This design comes from an exercise in tuning for small area on the open sky130 flow, not from production work.
The RTL was checked by simulation tests, not by an equivalence proof against the original design.
Power figures rest on the tool's default switching activity, not on a simulated workload.

==> run Y <==
==> flow/design.v <==
module m_reg_read #(
  parameter int XLEN      = 32,
  parameter int PAYLOAD_W = 32,
  parameter int BYPASS    = 1
) (
  input  logic                 clk,
  input  logic                 rst_n,
  input  logic                 in_valid,
  output logic                 in_ready,
  input  logic [4:0]           in_rd,
  input  logic [4:0]           in_rs,
  input  logic [4:0]           in_rq,
  input  logic                 in_rd_we,
  input  logic [PAYLOAD_W-1:0] in_payload,
  output logic                 out_valid,
  input  logic                 out_ready,
  output logic [4:0]           out_rd,
  output logic                 out_rd_we,
  output logic [XLEN-1:0]      out_rs_val,
  output logic [XLEN-1:0]      out_rq_val,
  output logic [PAYLOAD_W-1:0] out_payload,
  input  logic                 wb_valid,
  input  logic [4:0]           wb_rd,
  input  logic [XLEN-1:0]      wb_data,
  input  logic                 flush
);
  logic [XLEN-1:0]       rf [1:31];    
  logic [31:1]           wr_ok;        
  logic [31:1]           sb;           
  logic                  vld_q;
  logic [4:0]            rd_q;
  logic                  rd_we_q;
  logic [XLEN-1:0]       rs_val_q, rq_val_q;
  logic [PAYLOAD_W-1:0]  pay_q;
  logic [31:1]           wb_hit, rs_dec, rq_dec, rd_dec, fl_dec;
  logic [31:1]           rs_sel, rq_sel, pnd;
  logic                  rs_byp, rq_byp;
  logic                  hazard, accept, flush_clr, load;
  logic [XLEN-1:0]       rs_val, rq_val;
  always_comb begin
    for (int i = 1; i < 32; i++) begin
      wb_hit[i] = wb_valid && (wb_rd == 5'(i));
      rs_dec[i] = (in_rs == 5'(i));
      rq_dec[i] = (in_rq == 5'(i));
      rd_dec[i] = (in_rd == 5'(i));
      fl_dec[i] = (rd_q == 5'(i));
    end
  end
  assign pnd    = sb & ~wb_hit;
  assign hazard = |(rs_dec & pnd) | |(rq_dec & pnd) | (in_rd_we & |(rd_dec & pnd));
  assign in_ready = !hazard && !flush && (!vld_q || out_ready);
  assign accept   = in_valid && in_ready;
  assign rs_byp = |(rs_dec & wb_hit);
  assign rq_byp = |(rq_dec & wb_hit);
  assign rs_sel = rs_dec & wr_ok & ~wb_hit;
  assign rq_sel = rq_dec & wr_ok & ~wb_hit;
  always_comb begin
    rs_val = rs_byp ? wb_data : '0;
    rq_val = rq_byp ? wb_data : '0;
    for (int i = 1; i < 32; i++) begin
      rs_val = rs_val | (rs_sel[i] ? rf[i] : '0);
      rq_val = rq_val | (rq_sel[i] ? rf[i] : '0);
    end
  end
  always_ff @(posedge clk) begin
    for (int i = 1; i < 32; i++)
      if (wb_hit[i]) rf[i] <= wb_data;
  end
  assign flush_clr = flush && vld_q && rd_we_q;
  always_ff @(posedge clk or negedge rst_n) begin
    if (!rst_n) begin
      wr_ok <= '0;
      sb    <= '0;
    end else begin
      wr_ok <= wr_ok | wb_hit;
      sb    <= (sb & ~wb_hit & ~(flush_clr ? fl_dec : '0))
             | ((accept && in_rd_we) ? rd_dec : '0);
    end
  end
  always_ff @(posedge clk or negedge rst_n) begin
    if (!rst_n)
      vld_q <= 1'b0;
    else if (flush)
      vld_q <= 1'b0;
    else if (accept)
      vld_q <= 1'b1;
    else if (out_ready)
      vld_q <= 1'b0;
  end
  assign load = !vld_q || out_ready;
  always_ff @(posedge clk) begin
    if (load) begin
      rd_q     <= in_rd;
      rd_we_q  <= in_rd_we;
      rs_val_q <= rs_val;
      rq_val_q <= rq_val;
      pay_q    <= in_payload;
    end
  end
  assign out_valid   = vld_q;
  assign out_rd      = rd_q;
  assign out_rd_we   = rd_we_q;
  assign out_rs_val  = rs_val_q;
  assign out_rq_val  = rq_val_q;
  assign out_payload = pay_q;
endmodule
==> flow/run.sh <==
#!/bin/bash
# synth_recipe.tcl (not shown) runs the flow's synth.tcl, then flattens the netlist and writes it again
# the make line also repeats each setting of config.mk as NAME=value (left out here)
make -C /OpenROAD-flow-scripts/flow DESIGN_CONFIG=/design/flow/config.mk WORK_HOME=/design/flow/orfs CLKGATE_MAP_FILE= SYNTH_SCRIPT=/design/flow/synth_recipe.tcl finish
==> flow/config.mk <==
export PLATFORM = sky130hd
export DESIGN_NAME = m_reg_read
export DESIGN_NICKNAME = m_reg_read
export VERILOG_FILES = /design/flow/design.v
export SDC_FILE = /design/flow/constraint.sdc
export NUM_CORES = 4
export LEC_CHECK = 0
export CAP_MARGIN = 20
export CORE_MARGIN = 2
export CORE_UTILIZATION = 40
export SLEW_MARGIN = 20
==> flow/constraint.sdc <==
create_clock -name core_clock -period 5.5 [get_ports {clk}]
set_input_delay 1.1000 -clock core_clock [delete_from_list [all_inputs] [get_ports {clk}]]
set_output_delay 1.1000 -clock core_clock [all_outputs]
set_load 0.01 [all_outputs]
==> run K: changes against run Y <==
==> flow/design.v, changed modules only <==
module m_reg_read #(
  parameter int XLEN      = 32,
  parameter int PAYLOAD_W = 32,
  parameter int BYPASS    = 1
) (
  input  logic                 clk,
  input  logic                 rst_n,
  input  logic                 in_valid,
  output logic                 in_ready,
  input  logic [4:0]           in_rd,
  input  logic [4:0]           in_rs,
  input  logic [4:0]           in_rq,
  input  logic                 in_rd_we,
  input  logic [PAYLOAD_W-1:0] in_payload,
  output logic                 out_valid,
  input  logic                 out_ready,
  output logic [4:0]           out_rd,
  output logic                 out_rd_we,
  output logic [XLEN-1:0]      out_rs_val,
  output logic [XLEN-1:0]      out_rq_val,
  output logic [PAYLOAD_W-1:0] out_payload,
  input  logic                 wb_valid,
  input  logic [4:0]           wb_rd,
  input  logic [XLEN-1:0]      wb_data,
  input  logic                 flush
);
  logic [31:0][XLEN-1:0] rf;
  logic [31:0]           sb, sb_nxt;
  logic                  vld_q;
  logic [4:0]            rd_q;
  logic                  rd_we_q;
  logic [XLEN-1:0]       rs_val_q, rq_val_q;
  logic [PAYLOAD_W-1:0]  pay_q;
  logic                  hazard, accept, wb_en, flush_clr;
  logic [XLEN-1:0]       rs_val, rq_val;
  function automatic logic byp_hit(input logic [4:0] idx, input logic v, input logic [4:0] wr);
    byp_hit = (BYPASS != 0) && v && (wr == idx);
  endfunction
  function automatic logic pend(input logic [31:0] s, input logic [4:0] idx,
                                input logic v, input logic [4:0] wr);
    pend = s[idx] && (idx != 5'd0) && !byp_hit(idx, v, wr);
  endfunction
  assign wb_en     = wb_valid && (wb_rd != 5'd0);
  assign flush_clr = flush && vld_q && rd_we_q && (rd_q != 5'd0);
  assign hazard = pend(sb, in_rs, wb_valid, wb_rd)
                | pend(sb, in_rq, wb_valid, wb_rd)
                | (in_rd_we & pend(sb, in_rd, wb_valid, wb_rd));
  assign in_ready = !hazard && !flush && (!vld_q || out_ready);
  assign accept   = in_valid && in_ready;
  always_comb begin
    rs_val = rf[in_rs];
    rq_val = rf[in_rq];
    if (byp_hit(in_rs, wb_valid, wb_rd)) rs_val = wb_data;
    if (byp_hit(in_rq, wb_valid, wb_rd)) rq_val = wb_data;
    if (in_rs == 5'd0) rs_val = '0;
    if (in_rq == 5'd0) rq_val = '0;
  end
  always_comb begin
    sb_nxt = sb;
    if (wb_en)     sb_nxt[wb_rd] = 1'b0;
    if (flush_clr) sb_nxt[rd_q]  = 1'b0;
    if (accept && in_rd_we && (in_rd != 5'd0)) sb_nxt[in_rd] = 1'b1;
    sb_nxt[0] = 1'b0;
  end
  always_ff @(posedge clk or negedge rst_n) begin
    if (!rst_n) begin
      rf <= '0;
      sb <= '0;
    end else begin
      if (wb_en) rf[wb_rd] <= wb_data;
      sb <= sb_nxt;
    end
  end
  always_ff @(posedge clk or negedge rst_n) begin
    if (!rst_n) begin
      vld_q    <= 1'b0;
      rd_q     <= '0;
      rd_we_q  <= 1'b0;
      rs_val_q <= '0;
      rq_val_q <= '0;
      pay_q    <= '0;
    end else if (flush) begin
      vld_q <= 1'b0;
    end else if (accept) begin
      vld_q    <= 1'b1;
      rd_q     <= in_rd;
      rd_we_q  <= in_rd_we;
      rs_val_q <= rs_val;
      rq_val_q <= rq_val;
      pay_q    <= in_payload;
    end else if (out_ready) begin
      vld_q <= 1'b0;
    end
  end
  assign out_valid   = vld_q;
  assign out_rd      = rd_q;
  assign out_rd_we   = rd_we_q;
  assign out_rs_val  = rs_val_q;
  assign out_rq_val  = rq_val_q;
  assign out_payload = pay_q;
endmodule
==> notes <==
Run K produced a clean layout. Run Y finished clean.
Against run Y, the register-to-register slack of run K is worse by 0.02 ns.
Against run Y, the maximum frequency of run K is larger by about 5%.
Between run K and run Y, the lower sequential share of layout area is in run K (gap 17 points).
Of run K and run Y, run Y has the higher global-route usage (gap 13 points).
In run K the power is higher than in run Y, by about 47%.
Die area: run K is larger than run Y (about 25%).
Of run K and run Y, run K has the higher critical path depth (gap 3).
Against run K, the synthesized cell count of run Y is smaller by 18%.
Between run Y and run K, the lower clock power is in run Y (gap about 11%, measured against run K).
Against run K, the sequential cell count of run Y is lower by 1.
Against run K, the sequential power of run Y is smaller by about 20%.

## what the ideal ports hide
No port has a modelled driver above. Below, the same layouts with a new extraction and two added sets of constraints. Step 1 sets driving cells, clkbuf_16 on the clock port and buf_2 on the other inputs (assumed; they add their load-dependent delay and slew). Step 2 also shifts input and output timing later by t, the mid clock arrival at the registers, as if the neighbouring blocks saw the same clock. Slacks: ideal ports / drivers / drivers and shift; pairs: ideal ports / drivers.
run | shift t [ns] | setup slack, ns | clock arrival spread, ns
run Y | 0.827 | 0.105 / 0.077 / 0.077 | 0.029 / 0.029
run K | 0.837 | 0.354 / 0.332 / 0.332 | 0.030 / 0.029
After both steps every run listed still meets setup and hold. The setup slack of run Y, which loses most, moves by -0.028 ns with the drivers and by -0.028 ns with both steps.
